Source: an optimization exercise on an open RTL-to-GDS flow (aim: small area, a short achievable clock period and few clock cycles). Production flows keep margins and buffers that such runs may drop. No run shown here included a check of the RTL's function; only the layout flow was run. Power figures rest on the tool's default switching activity, not on a simulated workload.

$ cat flow/design.v
`timescale 1ns / 1ps
`default_nettype none
package udm_pkg;
  localparam int unsigned WORD_W  = 32;
  localparam int unsigned SHIFT_W = 6;
endpackage
`default_nettype wire
`timescale 1ns / 1ps
`default_nettype none
import udm_pkg::*;
module unsigned_division_magic_number_core
(
  input  wire logic               clk_i,
  input  wire logic               rst_ni,
  input  wire logic               in_valid_i,
  output      logic               in_ready_o,
  input  wire logic [WORD_W-1:0]  in_divisor_i,
  output      logic               out_valid_o,
  input  wire logic               out_ready_i,
  output      logic [WORD_W-1:0]  out_magic_o,
  output      logic               out_add_needed_o,
  output      logic [SHIFT_W-1:0] out_shift_o,
  output      logic               out_is_power_of_two_o,
  output      logic               out_invalid_o
);
  logic st_idle_q, st_init_q, st_runa_q, st_trans_q, st_runb_q, st_fin_q, st_done_q, st_donef_q;
  logic [31:0] d_q;       
  logic [31:0] u_q;       
  logic [33:0] q2_q;      
  logic [6:0]  k_q;       
  logic [31:0] nc_q;      
  logic [31:0] r1_q;      
  logic [30:0] q1_q;      
  logic        pow2_q;
  logic        inv_q;
  logic        accept, start_in, start;
  logic [31:0] src;
  logic [31:0] sm;         
  logic [31:0] u_init;     
  logic [4:0]  msb;
  logic        s_small, s_pow2, s_gen;
  assign accept   = in_valid_i & (st_idle_q | st_done_q);
  assign start_in = in_valid_i & (st_idle_q | (st_done_q & out_ready_i));
  assign start    = start_in | st_init_q;
  assign src      = st_init_q ? d_q : in_divisor_i;
  always_comb begin
    sm[31] = src[31];
    for (int i = 30; i >= 0; i--) sm[i] = sm[i+1] | src[i];
    u_init = src & {1'b0, sm[31:1]};
    msb = '0;
    for (int i = 1; i < 32; i++) if (src[i]) msb = 5'(i);
  end
  assign s_small = (src[31:1] == '0);
  assign s_pow2  = (u_init == '0);
  assign s_gen   = ~s_small & ~s_pow2;
  logic spec;
  assign spec = (d_q == 32'h8000_0001);
  logic [33:0] du;         
  logic        b;          
  logic [31:0] u_step;
  logic [34:0] d1x;        
  logic [33:0] d1;
  logic        b1;
  logic [31:0] r1_step;
  logic        lt_hi, eq_hi, lt, eq, cont;
  logic [33:0] inc;
  assign du     = {1'b0, u_q, 1'b0} - {2'b00, d_q};
  assign b      = du[33];
  assign u_step = b ? {u_q[30:0], 1'b0} : du[31:0];
  assign d1x     = {1'b0, r1_q, st_trans_q & u_q[0], ~st_trans_q} - {2'b00, nc_q, 1'b1};
  assign d1      = d1x[34:1];
  assign b1      = ~d1[33];
  assign r1_step = b1 ? d1[31:0] : {r1_q[30:0], 1'b0};
  assign lt_hi = (q1_q < u_q[31:1]);
  assign eq_hi = (q1_q == u_q[31:1]);
  assign lt    = lt_hi | (eq_hi & ~b1 & u_q[0]);
  assign eq    = eq_hi & (b1 == u_q[0]);
  assign cont  = (k_q < 7'd63) & (lt | (eq & spec));
  assign inc = {1'b0, q2_q[33:1]} + 34'd1;
  always_ff @(posedge clk_i or negedge rst_ni) begin
    if (!rst_ni) begin
      st_idle_q  <= 1'b1;
      st_init_q  <= 1'b0;
      st_runa_q  <= 1'b0;
      st_trans_q <= 1'b0;
      st_runb_q  <= 1'b0;
      st_fin_q   <= 1'b0;
      st_done_q  <= 1'b0;
      st_donef_q <= 1'b0;
    end else begin
      st_idle_q  <= (st_idle_q & ~in_valid_i) | (st_done_q & out_ready_i & ~in_valid_i);
      st_init_q  <= st_donef_q & out_ready_i;
      st_runa_q  <= (start & s_gen) | (st_runa_q & (k_q != 7'd31));
      st_trans_q <= st_runa_q & (k_q == 7'd31);
      st_runb_q  <= st_trans_q | (st_runb_q & cont);
      st_fin_q   <= st_runb_q & ~cont;
      st_done_q  <= (start & ~s_gen) | st_fin_q | (st_done_q & ~out_ready_i & ~in_valid_i);
      st_donef_q <= (st_done_q & ~out_ready_i & in_valid_i) | (st_donef_q & ~out_ready_i);
    end
  end
  always_ff @(posedge clk_i) begin
    if (accept) d_q <= in_divisor_i;
    if (start)            u_q <= u_init;
    else if (!st_trans_q) u_q <= u_step;
    if (start)                         q2_q <= '0;
    else if (st_fin_q)                 q2_q <= inc;
    else if (st_runa_q || st_runb_q)   q2_q <= {q2_q[32:0], b};
    if (start) begin
      if (s_small)     k_q <= 7'd32;
      else if (s_pow2) k_q <= {2'b01, msb};
      else             k_q <= {2'b00, msb};
    end else if (st_trans_q) begin
      k_q <= 7'd31;
    end else if (st_runa_q || st_runb_q) begin
      k_q <= k_q + 7'd1;
    end
    if (start)           nc_q <= src;
    else if (st_trans_q) nc_q <= d1[31:0];
    if (st_runa_q)       r1_q <= {1'b0, u_step[31:1]};
    else if (st_trans_q) r1_q <= {~spec, 31'd0};
    else                 r1_q <= r1_step;
    if (st_trans_q) q1_q <= {30'd0, spec};
    else            q1_q <= {q1_q[29:0], b1};
    if (start) begin
      inv_q  <= s_small;
      pow2_q <= ~s_small & s_pow2;
    end
  end
  assign in_ready_o            = st_idle_q | st_done_q;
  assign out_valid_o           = st_done_q | st_donef_q;
  assign out_magic_o           = q2_q[31:0];
  assign out_add_needed_o      = q2_q[33] | q2_q[32];
  assign out_shift_o           = {k_q[6], k_q[4:0]};
  assign out_is_power_of_two_o = pow2_q;
  assign out_invalid_o         = inv_q;
endmodule
`default_nettype wire
$ cat flow/run.sh
#!/bin/bash
# synth_recipe.tcl (not shown) runs the flow's synth.tcl, then flattens the netlist and writes it again
# the make line also repeats each setting of config.mk as NAME=value (left out here)
make -C /OpenROAD-flow-scripts/flow DESIGN_CONFIG=/design/flow/config.mk WORK_HOME=/design/flow/orfs CLKGATE_MAP_FILE= SYNTH_SCRIPT=/design/flow/synth_recipe.tcl finish
$ cat flow/config.mk
export PLATFORM = sky130hd
export DESIGN_NAME = unsigned_division_magic_number_core
export DESIGN_NICKNAME = unsigned_division_magic_number_core
export VERILOG_FILES = /design/flow/design.v
export SDC_FILE = /design/flow/constraint.sdc
export NUM_CORES = 4
export LEC_CHECK = 0
export CAP_MARGIN = 20
export CORE_MARGIN = 2
export CORE_UTILIZATION = 40
export PLACE_DENSITY = 0.6
export SLEW_MARGIN = 20
$ cat flow/constraint.sdc
create_clock -name core_clock -period 8.0 [get_ports {clk_i}]
set_input_delay 1.6000 -clock core_clock [delete_from_list [all_inputs] [get_ports {clk_i}]]
set_output_delay 1.6000 -clock core_clock [all_outputs]
set_load 0.01 [all_outputs]
==> run_summary.xml, run 1 <==
<?xml version="1.0" encoding="UTF-8"?>
<metrics>
  <group name="run_status">
    <metric name="outcome" unit="">timing/DRC/antenna clean</metric>
  </group>
  <group name="final_layout">
    <metric name="nFillCells" unit="">3597</metric>
    <metric name="ff_latch_area" unit="sq um">5299</metric>
    <metric name="final_net_count" unit="">1869</metric>
    <metric name="layout.cells.non_filler" unit="">2224</metric>
    <metric name="flow.area_growth_from_synthesis" unit="%">12.24</metric>
    <metric name="antenna_cells_inserted" unit="">0</metric>
    <metric name="post_route_cells_drive_above_1_share" unit="%">6.777</metric>
    <metric name="multi_input_gate_area" unit="sq um">8582</metric>
  </group>
  <group name="worst_setup_path">
    <metric name="max_stage_delay" unit="ns">0.67</metric>
    <metric name="crit_path_max_fanout" unit="">53</metric>
    <metric name="path_class" unit="">flop to flop</metric>
    <metric name="worst_setup_path_end_kind" unit="">flop</metric>
    <metric name="cpLargestDelayFamily" unit="">compound AO/OA/AOI/OAI gates</metric>
    <metric name="setup.worst_path.end" unit="">r1_q[14]$_DFF_P_</metric>
    <metric name="cell_depth_of_the_worst_setup_path" unit="">13</metric>
    <metric name="cp_data_arrival_time" unit="ns">5.20</metric>
    <metric name="reg2reg_slack" unit="ns">3.30</metric>
    <metric name="crit_slowest_cell" unit="">o21ai_0</metric>
    <metric name="r2r.worst_path.cells" unit="">13</metric>
    <metric name="timing.critical_path.cells" unit="">buf_4 &gt; nand2_1 &gt; fa_1 &gt; nor2b_1 &gt; o31ai_1 &gt; a21oi_1 &gt; a31oi_1 &gt; o21ai_0 &gt; a41oi_4 &gt; buf_4 &gt; mux2_2 &gt; or3_1 &gt; o21ai_0</metric>
    <metric name="worst_reg2reg_startpoint" unit="">st_trans_q$_DFF_PN0_</metric>
    <metric name="buffers_plus_inverters_on_the_worst_setup_path" unit="">2</metric>
    <metric name="startpoint_type" unit="">flop</metric>
    <metric name="r2r_end" unit="">r1_q[14]$_DFF_P_</metric>
    <metric name="critical_path.startpoint" unit="">st_trans_q$_DFF_PN0_</metric>
    <metric name="critPathRequiredTime" unit="ns">8.49</metric>
  </group>
  <group name="floorplan">
    <metric name="placementRows" unit="">70</metric>
    <metric name="core_area" unit="sq um">36700</metric>
    <metric name="floorplan.initialDensity" unit="%">40.65</metric>
    <metric name="die_x" unit="um">197.1</metric>
    <metric name="dieArea" unit="sq um">38860</metric>
    <metric name="pin_count" unit="">79</metric>
    <metric name="die_h" unit="um">197.1</metric>
  </group>
  <group name="yosys">
    <metric name="yosys.cell_types.count" unit="">86</metric>
    <metric name="synth.avg_cell_area" unit="sq um">8.653</metric>
    <metric name="synthTopCellsByArea" unit="">edfxtp_1 21%, dfxtp_1 13%, ha_1 8.1%, a21oi_1 4.9%, nor2_1 3.5%</metric>
    <metric name="yosysTopAreaCellShare" unit="%">21.14</metric>
    <metric name="async_sr_flop_fraction" unit="%">3.810</metric>
    <metric name="synth_area" unit="sq um">14920</metric>
    <metric name="synth.ff_latch_count" unit="">210</metric>
    <metric name="synth_common_cells" unit="">145 x a21oi_1, 141 x nor2_1, 125 x inv_1, 105 x edfxtp_1</metric>
    <metric name="post-synth-top-area-cell" unit="">edfxtp_1</metric>
    <metric name="proportion_of_synthesized_chip_area_in_sequential_cells" unit="%">35.50</metric>
    <metric name="yosysWarningCount" unit="">1</metric>
    <metric name="synth_enable_flop_cells" unit="">105</metric>
    <metric name="netlist_instances" unit="">1724</metric>
    <metric name="ys.flop_type" unit="">edfxtp_1</metric>
    <metric name="mappedNetlistNets" unit="">1858</metric>
    <metric name="cell_with_the_most_instances_after_synthesis" unit="">a21oi_1</metric>
  </group>
  <group name="timing">
    <metric name="worst_slew_pin_slew" unit="ns">1.070</metric>
    <metric name="relSlewSlack" unit="%">28.42</metric>
    <metric name="clock.fmax" unit="GHz">0.2127</metric>
    <metric name="final_worst_clock_skew" unit="ns">0.01187</metric>
    <metric name="final_max_slew_viol_count" unit="">0</metric>
    <metric name="layout_min_cycle_time" unit="ns">4.702</metric>
    <metric name="grt_setup_unrepaired" unit="">no</metric>
    <metric name="timing.final.setup_violations" unit="">0</metric>
    <metric name="hold_viol_final" unit="">0</metric>
    <metric name="setup_ws" unit="ns">3.298</metric>
    <metric name="fin_crit_sh" unit="%">58.77</metric>
    <metric name="timing.setup.tns" unit="ns">0</metric>
  </group>
  <group name="clocking">
    <metric name="cts.htree.levels" unit="">1</metric>
    <metric name="numCtsBuffers" unit="">27</metric>
    <metric name="post_cts_hold_buffer_count" unit="">0</metric>
    <metric name="post-cts-setup-buffer-count" unit="">0</metric>
    <metric name="post_cts.resized_instances" unit="">0</metric>
    <metric name="clk_pin_slew_worst_paths" unit="ns">0.06</metric>
    <metric name="cts_tree" unit="">built</metric>
    <metric name="cts.path.max_buffers" unit="">3</metric>
    <metric name="numClockSinks" unit="">210</metric>
    <metric name="cts.root.buffer_cell" unit="">clkbuf_16</metric>
    <metric name="clock_latency" unit="ns">0.57</metric>
  </group>
  <group name="power_and_ir_drop">
    <metric name="p_leak" unit="nW">6.727</metric>
    <metric name="power_density" unit="nW/um^2">145.8</metric>
    <metric name="vdd_drop_max" unit="mV">0.1513</metric>
  </group>
  <group name="global_routing">
    <metric name="grt_overflow" unit="">0</metric>
    <metric name="antenna_found_initial" unit="">1</metric>
    <metric name="grt_pass1_wl" unit="um">72310</metric>
    <metric name="global_route.usage.total" unit="%">23.93</metric>
    <metric name="number_of_global_route_vias_before_repair" unit="">12640</metric>
    <metric name="pin_count_of_the_biggest_net_entering_global_routing" unit="">72</metric>
  </group>
  <group name="placed_design">
    <metric name="post-place-ws" unit="ns">3.198</metric>
    <metric name="globalplace.congestion" unit="">0.9243</metric>
    <metric name="hpwlAfterDp" unit="um">34130</metric>
    <metric name="place.detailed.instances" unit="">2174</metric>
    <metric name="buffer_ports.inserted" unit="">78</metric>
  </group>
  <group name="flow_run">
    <metric name="max-cap-violations" unit="">0</metric>
  </group>
  <group name="routing">
    <metric name="drt_iter0_drc" unit="">1011</metric>
    <metric name="antenna_left" unit="">0</metric>
    <metric name="totalWireLength" unit="um">46520</metric>
    <metric name="post-route-drc-count" unit="">0</metric>
    <metric name="detailroute.via_count" unit="">13130</metric>
    <metric name="post_drt_wl_per_cell" unit="um">20.92</metric>
    <metric name="via_per_inst" unit="">5.904</metric>
    <metric name="drt_pre_antenna_iters" unit="">5</metric>
  </group>
  <group name="worst_hold_path">
    <metric name="hp-class" unit="">flop to flop</metric>
  </group>
</metrics>
[cell usage in the layout (no fill, tap or decap), drive strengths merged, types with 78 or more instances in the layout]
| master | synthesis | routed |
|---|---|---|
| a21oi | 145 | 145 |
| clkdlybuf4s50 | 0 | 78 |
| dfxtp | 97 | 97 |
| edfxtp | 105 | 105 |
| ha | 96 | 96 |
| inv | 125 | 128 |
| nand2 | 93 | 93 |
| nor2 | 141 | 141 |
| o21ai | 99 | 99 |
[power breakdown]
group          switching [mW]  leakage [nW]  internal (mW)  total [mW]
registers                   0          1.86           1.12        1.12
clock network           0.513         0.435          0.732        1.25
logic                  0.0432          4.43         0.0307      0.0739
total                   0.557          6.73           1.88        2.44
[worst min path at each step]
stage                          end  depth (start not counted)                start
2_1_floorplan   q1_q[1]$_SDFF_PP0_                          2      q1_q[0]$_DFF_P_
3_5_place_dp   q1_q[21]$_SDFF_PP0_                          1  q1_q[20]$_SDFF_PP0_
3_3_place_gp    q1_q[7]$_SDFF_PP0_                          1   q1_q[6]$_SDFF_PP0_
4_1_cts        q1_q[21]$_SDFF_PP0_                          1  q1_q[20]$_SDFF_PP0_
6_report       q1_q[21]$_SDFF_PP0_                          1  q1_q[20]$_SDFF_PP0_
5_1_grt        q1_q[17]$_SDFF_PP0_                          1  q1_q[16]$_SDFF_PP0_
[logic make-up (layout without fill, tap and decap cells)]
family	Yosys count	count (layout)	synth area share, %
AOI/OAI and AO/OA	526	526	22.90
xor gates and xnor gates	66	66	3.875
adders and majority gates	100	100	8.454
buffers and inverters	239	271	7.196
DFF	210	210	35.50
muxes	62	62	4.395
and+or+nand+nor	521	521	17.68
[routing by layer]
| layer | track usage, % | vias to the layer above | part of all wire (%) |
|---|---|---|---|
| li1 | - | 6347 | - |
| met1 | 32.08 | 6301 | 45 |
| met2 | 38.58 | 401 | 45 |
| met3 | 4.576 | 80 | 6.7 |
| met4 | 8.354 | 2 | 3.7 |
| met5 | 0 | - | 0.028 |
[per-stage QoR]
stage / utilization (%) / instance area (sq um) / total power [mW] / hold slack (ns)
after floorplan: - / 14920 / 1.177 / 0.4136
after global placement: 43.19 / 15850 / 1.218 / 0.4524
after detailed placement: 43.19 / 15850 / 1.217 / 0.4624
after CTS: 45.63 / 16740 / 2.457 / 0.4703
after global routing: 45.63 / 16740 / 2.508 / 0.4784
final: 45.63 / 16740 / 2.441 / 0.4651
[state kept, by name (all words and copies together), names as in the netlist, 7 cells and up]
| signal | cells |
|---|---|
| d_q | 32 |
| q2_q | 34 |
| u_q | 32 |
| k_q | 7 |
| q1_q | 31 |
| nc_q | 32 |
| r1_q | 32 |
[final cells by class]
cell class	count	area share, %
repair buffers	96	5.470
inverters	125	2.802
multi-input cells	1275	51.26
clock buffers	39	4.551
clock inverters	11	0.7772
well taps	468	3.497
flip-flops and latches	210	31.65
==> run 2, diff against run 1 <==
--- a/flow/design.v
+++ b/flow/design.v
@@ -50,8 +50,19 @@
     msb = '0;
     for (int i = 1; i < 32; i++) if (src[i]) msb = 5'(i);
   end
+  logic [31:0] t_any, t_sev;
+  always_comb begin
+    t_any = src;
+    t_sev = '0;
+    for (int w = 16; w >= 1; w = w / 2) begin
+      for (int i = 0; i < w; i++) begin
+        t_sev[i] = t_sev[2*i] | t_sev[2*i+1] | (t_any[2*i] & t_any[2*i+1]);
+        t_any[i] = t_any[2*i] | t_any[2*i+1];
+      end
+    end
+  end
   assign s_small = (src[31:1] == '0);
-  assign s_pow2  = (u_init == '0);
+  assign s_pow2  = ~t_sev[0];
   assign s_gen   = ~s_small & ~s_pow2;
   logic spec;
   assign spec = (d_q == 32'h8000_0001);
--- a/flow/config.mk
+++ b/flow/config.mk
@@ -5,6 +5,7 @@
 export SDC_FILE = /design/flow/constraint.sdc
 export NUM_CORES = 4
 export LEC_CHECK = 0
+export ABC_AREA = 1
 export CAP_MARGIN = 20
 export CORE_MARGIN = 2
 export CORE_UTILIZATION = 40
==> run 2 against run 1 <==
  * Clock power is 4% lower
  * Total power grew to 2.9 times the previous value
  * Register-to-register slack better by 0.44 ns
  * Setup slack worse by 0.13 ns
  * Die area is 4.3% lower
  * Maximum frequency is 2.7% lower
  * Sequential share of layout area is 1.2 points higher
  * Non-clock buffer count is 6 lower
==> run_summary.xml, run 2 <==
<?xml version="1.0" encoding="UTF-8"?>
<metrics>
  <group name="run_status">
    <metric name="outcome" unit="">timing/DRC/antenna clean</metric>
  </group>
  <group name="worst_setup_path">
    <metric name="r2r.worst_path.cells" unit="">14</metric>
    <metric name="startpoint_type" unit="">primary input</metric>
    <metric name="worst_setup_path_end_kind" unit="">flop</metric>
    <metric name="worst_reg2reg_startpoint" unit="">st_init_q$_DFF_PN0_</metric>
    <metric name="reg2reg_slack" unit="ns">3.74</metric>
    <metric name="crit_path_max_fanout" unit="">7</metric>
    <metric name="critPathRequiredTime" unit="ns">8.30</metric>
    <metric name="path_class" unit="">primary input to flop</metric>
    <metric name="r2r_end" unit="">u_q[0]$_DFFE_PP_</metric>
    <metric name="cp_data_arrival_time" unit="ns">5.14</metric>
  </group>
  <group name="clocking">
    <metric name="post_cts.resized_instances" unit="">0</metric>
    <metric name="cts.root.buffer_cell" unit="">clkbuf_16</metric>
    <metric name="cts_tree" unit="">built</metric>
    <metric name="cts.path.max_buffers" unit="">3</metric>
    <metric name="post-cts-setup-buffer-count" unit="">0</metric>
    <metric name="post_cts_hold_buffer_count" unit="">0</metric>
    <metric name="cts.htree.levels" unit="">1</metric>
    <metric name="numClockSinks" unit="">210</metric>
    <metric name="clock_latency" unit="ns">0.55</metric>
    <metric name="clk_pin_slew_worst_paths" unit="ns">0.06</metric>
    <metric name="numCtsBuffers" unit="">26</metric>
  </group>
  <group name="final_layout">
    <metric name="number_of_flip_flops_in_the_largest_register" unit="">34</metric>
    <metric name="nFillCells" unit="">3586</metric>
    <metric name="post_route_cells_drive_above_1_share" unit="%">5.039</metric>
    <metric name="most-common-layout-cells" unit="">392 x nand2_1, 304 x inv_1, 170 x o21ai_0</metric>
    <metric name="final_net_count" unit="">2059</metric>
    <metric name="final_common_cell" unit="">nand2_1</metric>
    <metric name="flow.area_growth_from_synthesis" unit="%">12.89</metric>
    <metric name="fin_area" unit="sq um">16110</metric>
    <metric name="max_flop_register" unit="">q2_q</metric>
    <metric name="antenna_cells_inserted" unit="">0</metric>
    <metric name="post-route-util" unit="%">45.62</metric>
    <metric name="layout.cells.non_filler" unit="">2406</metric>
  </group>
  <group name="global_routing">
    <metric name="grt_pass1_wl" unit="um">66050</metric>
    <metric name="global_route.usage.total" unit="%">22.71</metric>
    <metric name="antenna_found_initial" unit="">0</metric>
    <metric name="m1_gr_usage" unit="%">30.81</metric>
    <metric name="grt_most_used_layer" unit="">met2</metric>
    <metric name="met2_usage" unit="%">36.90</metric>
    <metric name="grt_overflow" unit="">0</metric>
    <metric name="grtUsageMet3" unit="%">3.073</metric>
    <metric name="number_of_global_route_vias_before_repair" unit="">12270</metric>
    <metric name="pin_count_of_the_biggest_net_entering_global_routing" unit="">69</metric>
  </group>
  <group name="yosys">
    <metric name="synth_common_cells" unit="">392 x nand2_1, 305 x inv_1, 170 x o21ai_0, 143 x nor2_1, 111 x a21oi_1</metric>
    <metric name="synth.avg_cell_area" unit="sq um">7.517</metric>
    <metric name="synth.ff_latch_count" unit="">210</metric>
    <metric name="yosysWarningCount" unit="">1</metric>
    <metric name="cell_with_the_most_instances_after_synthesis" unit="">nand2_1</metric>
    <metric name="ys.flop_type" unit="">edfxtp_1</metric>
    <metric name="netlist_instances" unit="">1898</metric>
    <metric name="proportion_of_synthesized_chip_area_in_sequential_cells" unit="%">37.12</metric>
    <metric name="synth_area" unit="sq um">14270</metric>
    <metric name="synthTopCellsByArea" unit="">edfxtp_1 22%, dfxtp_1 14%, nand2_1 10%, ha_1 8.4%, inv_1 8.0%</metric>
    <metric name="synth_enable_flop_cells" unit="">105</metric>
    <metric name="yosys.cell_types.count" unit="">58</metric>
    <metric name="mappedNetlistNets" unit="">2032</metric>
    <metric name="yosysTopAreaCellShare" unit="%">22.10</metric>
    <metric name="post-synth-top-area-cell" unit="">edfxtp_1</metric>
    <metric name="async_sr_flop_fraction" unit="%">3.810</metric>
  </group>
  <group name="placed_design">
    <metric name="globalplace.congestion" unit="">0.9149</metric>
    <metric name="postPlaceCellArea" unit="sq um">15220</metric>
    <metric name="post-place-ws" unit="ns">2.806</metric>
    <metric name="hpwlAfterDp" unit="um">31980</metric>
    <metric name="place.detailed.instances" unit="">2357</metric>
    <metric name="buffer_ports.inserted" unit="">78</metric>
  </group>
  <group name="timing">
    <metric name="clock.fmax" unit="GHz">0.2070</metric>
    <metric name="setup_ws" unit="ns">3.169</metric>
    <metric name="grt_setup_unrepaired" unit="">no</metric>
    <metric name="timing.setup.tns" unit="ns">0</metric>
    <metric name="timing.final.setup_violations" unit="">0</metric>
    <metric name="fin_hold_ws" unit="ns">0.4228</metric>
    <metric name="final_max_slew_viol_count" unit="">0</metric>
    <metric name="fin_crit_sh" unit="%">60.38</metric>
    <metric name="hold_viol_final" unit="">0</metric>
    <metric name="relSlewSlack" unit="%">30.86</metric>
    <metric name="final_worst_clock_skew" unit="ns">0.02972</metric>
    <metric name="layout_min_cycle_time" unit="ns">4.831</metric>
    <metric name="worst_slew_pin_slew" unit="ns">1.026</metric>
  </group>
  <group name="routing">
    <metric name="via_per_inst" unit="">5.312</metric>
    <metric name="drt_iter0_drc" unit="">1124</metric>
    <metric name="drt_pre_antenna_iters" unit="">5</metric>
    <metric name="post_drt_wl_per_cell" unit="um">17.41</metric>
    <metric name="antenna_left" unit="">0</metric>
    <metric name="totalWireLength" unit="um">41880</metric>
    <metric name="post-route-drc-count" unit="">0</metric>
    <metric name="detailroute.via_count" unit="">12780</metric>
  </group>
  <group name="power_and_ir_drop">
    <metric name="p_leak" unit="nW">7.088</metric>
    <metric name="clkPwrFrac" unit="%">17.1</metric>
    <metric name="totalPowerFinal" unit="mW">6.991</metric>
    <metric name="cell_int_power" unit="mW">3.795</metric>
    <metric name="power_density" unit="nW/um^2">434.0</metric>
    <metric name="power.net_switching" unit="mW">3.196</metric>
    <metric name="vdd_drop_max" unit="mV">0.1934</metric>
    <metric name="netSwitchingFraction" unit="%">45.72</metric>
    <metric name="power.share.sequential" unit="%">28.6</metric>
    <metric name="power.share.combinational" unit="%">54.3</metric>
  </group>
  <group name="worst_hold_path">
    <metric name="hp-class" unit="">flop to flop</metric>
    <metric name="timing.hold.worst_endpoint" unit="">q1_q[21]$_SDFF_PP0_</metric>
    <metric name="timing.hold.worst.start" unit="">q1_q[20]$_SDFF_PP0_</metric>
    <metric name="holdPathStages" unit="">2</metric>
  </group>
  <group name="floorplan">
    <metric name="die_x" unit="um">192.9</metric>
    <metric name="pin_count" unit="">79</metric>
    <metric name="dieArea" unit="sq um">37200</metric>
    <metric name="core_area" unit="sq um">35310</metric>
    <metric name="floorplan.initialDensity" unit="%">40.41</metric>
    <metric name="die_h" unit="um">192.9</metric>
    <metric name="placementRows" unit="">69</metric>
  </group>
  <group name="flow_run">
    <metric name="max-cap-violations" unit="">0</metric>
  </group>
</metrics>
[run 2: cell types whose count changed in the layout (fill, tap and decap cells not counted), moves of 25 or more]
| cell | before | now |
|---|---|---|
| mux2i_1 | 39 | 0 |
| a211oi_1 | 47 | 6 |
| nor3_1 | 51 | 26 |
| inv_1 | 124 | 304 |
| nor2b_1 | 54 | 0 |
| a21oi_1 | 144 | 109 |
| o21ai_0 | 97 | 170 |
| nand2_1 | 93 | 392 |
| a21o_1 | 46 | 7 |
[run 2: worst max path at each step]
stage	from	end	slack (ns)	depth (start not counted)
after CTS	in_divisor_i[28]	u_q[0]$_DFFE_PP_	3.35	15
after detailed placement	in_divisor_i[28]	u_q[0]$_DFFE_PP_	2.81	15
after global routing	in_divisor_i[28]	u_q[0]$_DFFE_PP_	2.95	15
after global placement	in_divisor_i[28]	u_q[0]$_DFFE_PP_	2.86	15
after floorplan	in_valid_i	d_q[0]$_DFFE_PP_	4.35	2
final	in_divisor_i[28]	u_q[0]$_DFFE_PP_	3.17	15
[run 2: kinds of logic (layout without fill, tap and decap cells)]
group           after synthesis  after routing  share of synthesized area, %
compound gates              453            453                         18.34
xor+xnor                     64             64                         3.929
fa+ha+maj                    98             98                         8.699
buf+inv                     398            445                         11.69
flops                       210            210                         37.12
simple gates                675            675                         20.22
[run 2: worst max-delay path, stage by stage]
cell	delay, ns
clkdlybuf4s50_1	0.45
o21ai_0	0.82
inv_1	0.15
nor2_1	0.18
inv_1	0.07
nor2_1	0.34
nand2_1	0.30
nor2_2	0.30
inv_2	0.12
nor2_2	0.13
inv_1	0.10
nor2_2	0.13
inv_1	0.09
nor3_2	0.23
o21ai_1	0.11
[run 2: routing by layer]
metal  wire [um]  vias to the layer above  share of wire (%)
li1            -                     6391                  -
met1       19160                     5929                 46
met2       18870                      372                 45
met3        2291                       88                5.5
met4        1558                        0                3.7
met5           0                        -                  0
[run 2: final cells by class]
cell class	count	area (sq um)	area share, %
clock inverter	16	166.4	1.033
timing repair buffer	90	890.9	5.531
inverter	307	1154	7.162
multi-input combinational	1290	7328	45.50
sequential	210	5298	32.89
tap	461	576.8	3.581
clock buffer	32	693.2	4.304
[run 2: power by group through the flow]
stage	Combinational, mW	Clock, mW	Sequential [mW]
finish	3.80	1.20	2.00
global placement	3.72	0	2.01
detailed placement	3.77	0	2.01
global route	4.30	1.27	2.04
floorplan	2.80	0	1.89
CTS	3.80	1.22	2.00
==> run 3, diff against run 2 <==
--- a/flow/config.mk
+++ b/flow/config.mk
@@ -10,4 +10,5 @@
 export CORE_MARGIN = 2
 export CORE_UTILIZATION = 40
 export PLACE_DENSITY = 0.6
+export SETUP_SLACK_MARGIN = 4.0
 export SLEW_MARGIN = 20
==> run 3 against run 2 <==
  * First-iteration DRC count fell by 3.3%
  * Hold slack got worse by 0.00050 ns
  * Utilization increased by 0.93 points
  * Total power rose by 2.0%
  * Sequential cell count did not move
  * Maximum frequency is 27% higher
  * Count of clock-buffer cells in the layout did not move
  * Setup slack gained 1.0 ns
  * Register-to-register slack better by 0.48 ns
  * Combinational power increased by 3%
==> run_summary.xml, run 3 <==
<?xml version="1.0" encoding="UTF-8"?>
<metrics>
  <group name="power_and_ir_drop">
    <metric name="power.net_switching" unit="mW">3.263</metric>
    <metric name="power_density" unit="nW/um^2">433.8</metric>
    <metric name="power.share.sequential" unit="%">28.0</metric>
    <metric name="clkPwrFrac" unit="%">16.8</metric>
    <metric name="p_leak" unit="nW">7.236</metric>
    <metric name="cell_int_power" unit="mW">3.867</metric>
    <metric name="netSwitchingFraction" unit="%">45.76</metric>
    <metric name="power.share.combinational" unit="%">55.1</metric>
    <metric name="totalPowerFinal" unit="mW">7.130</metric>
    <metric name="vdd_drop_max" unit="mV">0.1951</metric>
  </group>
  <group name="floorplan">
    <metric name="die_h" unit="um">192.9</metric>
    <metric name="pin_count" unit="">79</metric>
    <metric name="placementRows" unit="">69</metric>
    <metric name="die_x" unit="um">192.9</metric>
    <metric name="dieArea" unit="sq um">37200</metric>
    <metric name="core_area" unit="sq um">35310</metric>
    <metric name="floorplan.initialDensity" unit="%">40.41</metric>
  </group>
  <group name="yosys">
    <metric name="netlist_instances" unit="">1898</metric>
    <metric name="synth_common_cells" unit="">392 x nand2_1, 305 x inv_1, 170 x o21ai_0, 143 x nor2_1, 111 x a21oi_1</metric>
    <metric name="synth_area" unit="sq um">14270</metric>
    <metric name="synth_enable_flop_cells" unit="">105</metric>
    <metric name="mappedNetlistNets" unit="">2032</metric>
    <metric name="proportion_of_synthesized_chip_area_in_sequential_cells" unit="%">37.12</metric>
    <metric name="ys.flop_type" unit="">edfxtp_1</metric>
    <metric name="async_sr_flop_fraction" unit="%">3.810</metric>
    <metric name="yosysTopAreaCellShare" unit="%">22.10</metric>
    <metric name="synth.ff_latch_count" unit="">210</metric>
    <metric name="cell_with_the_most_instances_after_synthesis" unit="">nand2_1</metric>
    <metric name="post-synth-top-area-cell" unit="">edfxtp_1</metric>
    <metric name="synth.avg_cell_area" unit="sq um">7.517</metric>
    <metric name="yosysWarningCount" unit="">1</metric>
    <metric name="yosys.cell_types.count" unit="">58</metric>
    <metric name="synthTopCellsByArea" unit="">edfxtp_1 22%, dfxtp_1 14%, nand2_1 10%, ha_1 8.4%, inv_1 8.0%</metric>
  </group>
  <group name="worst_hold_path">
    <metric name="hp-class" unit="">flop to flop</metric>
    <metric name="timing.hold.worst.start" unit="">q1_q[20]$_SDFF_PP0_</metric>
  </group>
  <group name="global_routing">
    <metric name="grt_pass1_wl" unit="um">66140</metric>
    <metric name="antenna_found_initial" unit="">0</metric>
    <metric name="pin_count_of_the_biggest_net_entering_global_routing" unit="">69</metric>
    <metric name="grt_overflow" unit="">0</metric>
    <metric name="global_route.usage.total" unit="%">22.76</metric>
    <metric name="number_of_global_route_vias_before_repair" unit="">12260</metric>
  </group>
  <group name="final_layout">
    <metric name="flow.area_growth_from_synthesis" unit="%">15.19</metric>
    <metric name="max_flop_register" unit="">q2_q</metric>
    <metric name="most-common-layout-cells" unit="">383 x nand2_1, 303 x inv_1, 144 x o21ai_0</metric>
    <metric name="post_route_cells_drive_above_1_share" unit="%">7.168</metric>
    <metric name="fin_area" unit="sq um">16430</metric>
    <metric name="final_common_cell" unit="">nand2_1</metric>
    <metric name="final_net_count" unit="">2067</metric>
    <metric name="nFillCells" unit="">3559</metric>
    <metric name="antenna_cells_inserted" unit="">0</metric>
    <metric name="number_of_flip_flops_in_the_largest_register" unit="">34</metric>
  </group>
  <group name="routing">
    <metric name="post_drt_wl_per_cell" unit="um">17.66</metric>
    <metric name="detailroute.via_count" unit="">12920</metric>
    <metric name="via_per_inst" unit="">5.352</metric>
    <metric name="drt_pre_antenna_iters" unit="">5</metric>
    <metric name="post-route-drc-count" unit="">0</metric>
    <metric name="totalWireLength" unit="um">42630</metric>
    <metric name="drt_iter0_drc" unit="">1087</metric>
    <metric name="antenna_left" unit="">0</metric>
  </group>
  <group name="worst_setup_path">
    <metric name="r2r_end" unit="">u_q[8]$_DFFE_PP_</metric>
    <metric name="crit_path_max_fanout" unit="">7</metric>
    <metric name="critical_path.startpoint" unit="">in_divisor_i[31]</metric>
    <metric name="startpoint_type" unit="">primary input</metric>
    <metric name="reg2reg_slack" unit="ns">4.22</metric>
    <metric name="path_class" unit="">primary input to flop</metric>
    <metric name="critical_path.most_common_cell" unit="">inv_1</metric>
    <metric name="cpLargestDelayFamily" unit="">simple AND/OR/NAND/NOR gates</metric>
    <metric name="max_stage_delay" unit="ns">0.50</metric>
    <metric name="setup.worst_path.end" unit="">u_q[0]$_DFFE_PP_</metric>
    <metric name="critPathRequiredTime" unit="ns">8.31</metric>
    <metric name="worst_reg2reg_startpoint" unit="">u_q[1]$_DFFE_PP_</metric>
    <metric name="cell_depth_of_the_worst_setup_path" unit="">15</metric>
    <metric name="buffers_plus_inverters_on_the_worst_setup_path" unit="">6</metric>
    <metric name="crit_slowest_cell" unit="">clkdlybuf4s50_1</metric>
    <metric name="timing.critical_path.cells" unit="">clkdlybuf4s50_1 &gt; o21ai_2 &gt; inv_1 &gt; nor2_4 &gt; inv_1 &gt; nor2_4 &gt; nand2_4 &gt; nor2_4 &gt; inv_2 &gt; nor2_2 &gt; inv_1 &gt; nor2_2 &gt; inv_1 &gt; nor3_4 &gt; o21ai_1</metric>
    <metric name="cp_data_arrival_time" unit="ns">4.11</metric>
    <metric name="worst_setup_path_end_kind" unit="">flop</metric>
    <metric name="r2r.worst_path.cells" unit="">22</metric>
  </group>
  <group name="clocking">
    <metric name="cts.htree.levels" unit="">1</metric>
    <metric name="post_cts_hold_buffer_count" unit="">0</metric>
    <metric name="cts_tree" unit="">built</metric>
    <metric name="numCtsBuffers" unit="">26</metric>
    <metric name="clk_pin_slew_worst_paths" unit="ns">0.06</metric>
    <metric name="cts.root.buffer_cell" unit="">clkbuf_16</metric>
    <metric name="clock_latency" unit="ns">0.55</metric>
    <metric name="numClockSinks" unit="">210</metric>
    <metric name="cts.path.max_buffers" unit="">3</metric>
  </group>
  <group name="placed_design">
    <metric name="hpwlAfterDp" unit="um">31980</metric>
    <metric name="post-place-ws" unit="ns">2.806</metric>
    <metric name="postPlaceCellArea" unit="sq um">15220</metric>
    <metric name="globalplace.congestion" unit="">0.9149</metric>
    <metric name="buffer_ports.inserted" unit="">78</metric>
  </group>
  <group name="timing">
    <metric name="clock.fmax" unit="GHz">0.2630</metric>
    <metric name="timing.final.setup_violations" unit="">0</metric>
    <metric name="fin_crit_sh" unit="%">47.52</metric>
    <metric name="worst_slew_pin_slew" unit="ns">0.8849</metric>
    <metric name="grt_setup_unrepaired" unit="">yes</metric>
    <metric name="timing.setup.tns" unit="ns">0</metric>
    <metric name="layout_min_cycle_time" unit="ns">3.802</metric>
    <metric name="final_worst_clock_skew" unit="ns">0.02821</metric>
    <metric name="setup_ws" unit="ns">4.198</metric>
    <metric name="final_max_slew_viol_count" unit="">0</metric>
    <metric name="hold_viol_final" unit="">0</metric>
    <metric name="relSlewSlack" unit="%">40.46</metric>
  </group>
  <group name="flow_run">
    <metric name="max-cap-violations" unit="">0</metric>
  </group>
  <group name="run_status">
    <metric name="outcome" unit="">timing/DRC/antenna clean</metric>
  </group>
</metrics>
run 3: cell types whose count changed in the layout (fill, tap and decap cells not counted), moves of 4 or more:
cell / delta
nand2_1: -9
nand2_2: +8
nor2_1: -5
nor2_4: +4
o21ai_0: -26
o21ai_1: +10
o21ai_2: +11
o21ai_4: +5
run 3: worst min-delay path by stage:
stage / endpoint / depth (start not counted) / slack (ns)
6_report: q1_q[21]$_SDFF_PP0_ / 2 / 0.42
5_1_grt: q1_q[8]$_SDFF_PP0_ / 2 / 0.43
4_1_cts: q1_q[8]$_SDFF_PP0_ / 2 / 0.42
3_5_place_dp: q1_q[20]$_SDFF_PP0_ / 2 / 0.42
3_3_place_gp: q1_q[22]$_SDFF_PP0_ / 2 / 0.41
2_1_floorplan: q1_q[10]$_SDFF_PP0_ / 2 / 0.41
run 3: layout make-up:
type	count	area (sq um)	area share [%]
timing repair buffer	98	1032	6.281
tap	461	576.8	3.510
inverter	307	1165	7.088
sequential	210	5301	32.26
clock inverter	16	166.4	1.013
clock buffer	32	693.2	4.218
multi-input combinational	1290	7500	45.63
run 3: layer usage:
| layer | share of wire, % | track usage (%) |
|---|---|---|
| met1 | 45 | 30.81 |
| met2 | 45 | 37.14 |
| met3 | 5.9 | 3.201 |
| met4 | 3.7 | 7.751 |
| met5 | 0 | 0 |
run 3: kinds of logic (layout without fill, tap and decap cells):
group	after synthesis	count (layout)	synth area share, %
adders and majority gates	98	98	8.699
buffers and inverters	398	453	11.69
and+or+nand+nor	675	675	20.22
xor gates and xnor gates	64	64	3.929
DFF	210	210	37.12
AOI/OAI and AO/OA	453	453	18.34
run 3: through the flow:
step	cells	hold WS, ns	util (%)
6_report	2414	0.4223	46.54
5_1_grt	2414	0.4343	46.54
4_1_cts	2405	0.4249	45.72
3_5_place_dp	2357	0.4171	43.10
3_3_place_gp	2357	0.4095	43.10
2_1_floorplan	1898	0.4068	-
run 3: what timing repair did:
item,4_1_cts,5_1_grt
buffers inserted,0,6
hold endpoints to repair,0,0
gates cloned,0,2
setup endpoints to repair,85,109
gates resized for setup,25,64
pin swaps,0,6
run 3: worst reg2reg max path, delay by kind of cell, from the launching register on:
family,cells,cell delay (ns)
compound gates,6,1.30
flops,1,0.47
buf+inv,2,0.26
simple gates,13,1.10
fa+ha+maj,1,0.37
run 3: power by group through the flow:
| stage | clock [mW] | combinational (mW) | sequential (mW) |
|---|---|---|---|
| after floorplan | 0 | 2.80 | 1.89 |
| after global routing | 1.27 | 4.43 | 2.05 |
| after detailed placement | 0 | 3.77 | 2.01 |
| after CTS | 1.22 | 3.81 | 2.00 |
| final | 1.20 | 3.93 | 2.00 |
| after global placement | 0 | 3.72 | 2.01 |

==> port drivers added, routing unchanged <==
In the flow no input, the clock included, has a driving cell. The finished layouts below were timed again as built, in two steps.
Step 1 (the two cells are an assumption about what drives the block):
set clk [get_ports {clk_i}]
set_driving_cell -lib_cell sky130_fd_sc_hd__clkbuf_16 $clk
set_driving_cell -lib_cell sky130_fd_sc_hd__buf_2 [delete_from_list [all_inputs] $clk]
Step 2 times the ports against the registers' clock, not the clock port: input delays grow and output delays shrink by t, the midpoint of the rising clock arrivals with the driver on.
Slacks: ideal ports / drivers / drivers and shift; pairs: ideal ports / drivers.
run | t, ns | setup WS [ns] | worst setup path after step 2
run 1 | 0.613 | 3.298 / 3.298 / 3.112 | input to register
run 2 | 0.590 | 3.169 / 3.189 / 2.599 | input to register
run 3 | 0.588 | 4.198 / 4.219 / 3.638 | input to register
After both steps setup and hold are still met in every run listed. For run 2, which loses most, drivers alone change the setup slack by +0.020 ns; drivers and shift together by -0.570 ns.
